This is an optimization exercise on Yosys and OpenROAD, whose aim is small area, not a production implementation. The RTL was checked by simulation tests, not by an equivalence proof against the original design. Power is estimated from default activity; no workload was simulated.

// pcSequencer
module pcSequencer (
	input  logic        clk,
	input  logic        rst,
	input  logic        instrValid,
	input  logic [31:0] instr,
	input  logic        aluValid,
	input  logic [4:0]  aluDest,
	input  logic [31:0] aluData,
	input  logic        aluCarry,
	output logic        nextPcValid,
	output logic [31:0] nextPc,
	output logic        branchTaken
);
	logic [1:0] cSrc;
	logic       cPol, cReg, cLink;
	always_comb begin
		cSrc  = 2'd0;
		cPol  = 1'b0;
		cReg  = 1'b0;
		cLink = 1'b0;
		case (instr[31:29])
			3'b001: begin
				cPol = 1'b1;
				cReg = 1'b1;
			end
			3'b010: begin
				case (instr[28:26])
					3'd0: cPol = 1'b1;
					3'd1: begin
						cPol  = 1'b1;
						cLink = 1'b1;
					end
					3'd2: cSrc = 2'd1;
					3'd3: begin
						cSrc = 2'd1;
						cPol = 1'b1;
					end
					default: ;
				endcase
			end
			3'b100: begin
				case (instr[28:26])
					3'd0: cSrc = 2'd2;
					3'd1: cSrc = 2'd3;
					3'd2: begin
						cSrc = 2'd3;
						cPol = 1'b1;
					end
					default: ;
				endcase
			end
			default: ;
		endcase
	end
	logic        dValid;
	logic [1:0]  dSrc;
	logic        dPol, dReg, dLink;
	logic [23:0] dBits;
	always_ff @(posedge clk) begin
		dValid <= instrValid & ~rst;
		dSrc   <= cSrc;
		dPol   <= cPol;
		dReg   <= cReg;
		dLink  <= cLink;
		dBits  <= instr[23:0];
	end
	logic [31:0] regFile [0:31];
	logic        carryFlag;
	logic        linkValid;
	logic [31:0] linkData;
	logic [31:0] wrData;
	logic [31:0] wrData31;
	logic [31:0] wrEn;
	assign wrData   = aluData & {32{~rst}};
	assign wrData31 = (linkValid & ~rst) ? linkData : wrData;
	always_comb begin
		for (int i = 0; i < 31; i++) begin
			wrEn[i] = rst | (aluValid & (aluDest == 5'(i)));
		end
		wrEn[31] = rst | linkValid | (aluValid & (aluDest == 5'd31));
	end
	always_ff @(posedge clk) begin
		for (int i = 0; i < 31; i++) begin
			if (wrEn[i]) regFile[i] <= wrData;
		end
		if (wrEn[31]) regFile[31] <= wrData31;
	end
	always_ff @(posedge clk) begin
		if (rst | aluValid) carryFlag <= aluCarry & ~rst;
	end
	logic [31:0] rdSel;
	always_comb begin
		for (int i = 0; i < 32; i++) begin
			rdSel[i] = (dBits[23:19] == 5'(i));
		end
	end
  ...
==> flow/config.mk <==
export PLATFORM = sky130hd
export DESIGN_NAME = pcSequencer
export DESIGN_NICKNAME = pcSequencer
export VERILOG_FILES = /design/flow/design.v
export SDC_FILE = /design/flow/constraint.sdc
export NUM_CORES = 4
export LEC_CHECK = 0
export CAP_MARGIN = 20
export CORE_MARGIN = 2
export CORE_UTILIZATION = 70
export PLACE_DENSITY = 0.85
export SLEW_MARGIN = 20
export SYNTH_HIERARCHICAL = 1
==> flow/constraint.sdc <==
create_clock -name core_clock -period 8.0 [get_ports {clk}]
set_input_delay 1.6000 -clock core_clock [delete_from_list [all_inputs] [get_ports {clk}]]
set_output_delay 1.6000 -clock core_clock [all_outputs]
set_load 0.01 [all_outputs]
standard.sh (not shown) runs the stock make flow with config.mk's settings and CLKGATE_MAP_FILE= SYNTH_SCRIPT=/design/flow/synth_recipe.tcl, a recipe that flattens the netlist after the stock synthesis.
==> flow/flow/run.sh <==
#!/bin/bash
# Standard ORFS layout with two changes: port buffers use the smallest
# buffer, and clock tree sinks are clustered in larger groups without
# dummy loads.
set -euo pipefail
cd "$(dirname "$0")/.."
bash standard.sh \
	"BUFFER_PORTS_ARGS=-buffer_cell sky130_fd_sc_hd__buf_1" \
	"CTS_ARGS=-sink_clustering_enable -repair_clock_nets -dont_use_dummy_load -sink_clustering_size 28 -sink_clustering_max_diameter 80" \
	finish > flow_make.log 2>&1
The baseline finished clean.
Then changed:
==> flow/run.sh (new file) <==
#!/bin/bash
# synth_recipe.tcl (not shown) runs the flow's synth.tcl, then flattens the netlist and writes it again
# the make line also repeats each setting of config.mk as NAME=value (left out here)
make -C /OpenROAD-flow-scripts/flow DESIGN_CONFIG=/design/flow/config.mk WORK_HOME=/design/flow/orfs CLKGATE_MAP_FILE= SYNTH_SCRIPT=/design/flow/synth_recipe.tcl finish
- CORE_UTILIZATION: 70 -> 55
- CTS_CLUSTER_DIAMETER: unset -> 60
- CTS_CLUSTER_SIZE: unset -> 25
- PLACE_DENSITY: 0.85 -> 0.7
removed: flow/flow/run.sh
removed: flow/standard.sh
The new run ran to the end with no violations.
Critical path depth stays the same.
Sequential share of layout area is lower by 2.6 points.
Worst hold slack hardly moves.
Routed wire length rises by 1.5%.
Global-route usage fell by 8.2 points.
Clock-buffer cell count rises by 27.
Cell count is higher by 8.1%.
Area after synthesis does not change.
Then changed:
==> flow/flow/run.sh (new file) <==
#!/bin/bash
# Standard ORFS layout with two changes: port buffers use the smallest
# buffer, and clock tree sinks are clustered in larger groups without
# dummy loads.
set -euo pipefail
cd "$(dirname "$0")/.."
bash standard.sh \
	"BUFFER_PORTS_ARGS=-buffer_cell sky130_fd_sc_hd__buf_1" \
	"CTS_ARGS=-sink_clustering_enable -repair_clock_nets -dont_use_dummy_load -sink_clustering_size 28 -sink_clustering_max_diameter 80" \
	finish > flow_make.log 2>&1
==> flow/standard.sh (new file) <==
#!/bin/bash
# synth_recipe.tcl (not shown) runs the flow's synth.tcl, then flattens the netlist and writes it again
# the make line also repeats each setting of config.mk as NAME=value (left out here)
make -C /OpenROAD-flow-scripts/flow DESIGN_CONFIG=/design/flow/config.mk WORK_HOME=/design/flow/orfs CLKGATE_MAP_FILE= SYNTH_SCRIPT=/design/flow/synth_recipe.tcl "${@:-finish}"
- CORE_UTILIZATION: 55 -> 40
- CTS_CLUSTER_DIAMETER: 60 -> unset
- CTS_CLUSTER_SIZE: 25 -> unset
- PLACE_DENSITY: 0.7 -> unset
removed: flow/run.sh
Result:
- The new run went through all stages and came out clean
- setup slack got worse by 0.053 ns
- utilization shrinks by 18 points
- die area is higher by 37%
- total power came out lower by about 5.5%
- hold slack stays flat
- maximum frequency goes down by 1.1%
- first-iteration DRC count fell by 16%
- wire length hardly moves
- via count fell by about 2.7%
- design area is lower by about 1.8%
- non-clock buffer count shrinks by 31

## port drivers added, routing unchanged
The flow's constraints put no driver on any port. The routed layouts listed below were extracted and timed again, unchanged, in two steps. Step 1 assumes that a clkbuf_16 drives the clock port and a buf_2 every other input. Step 2 moves the port delays by t, midway between the first and last clock arrival at a register: inputs arrive t later, outputs are due t later. That takes back most of the time a late clock gives input paths. a / b / c = ideal ports / drivers / drivers and shift; a / b = the first two.
| run | t, ns | slack for setup (ns) | worst hold slack (ns) |
|---|---|---|---|
| the first run | 0.667 | 3.035 / 3.035 / 3.035 | 0.334 / 0.334 / 0.334 |
| the second run | 0.715 | 3.303 / 3.303 / 3.303 | 0.334 / 0.334 / 0.334 |
| the third run | 0.683 | 3.250 / 3.250 / 3.250 | 0.335 / 0.335 / 0.335 |
After both steps every run listed still meets setup and hold.
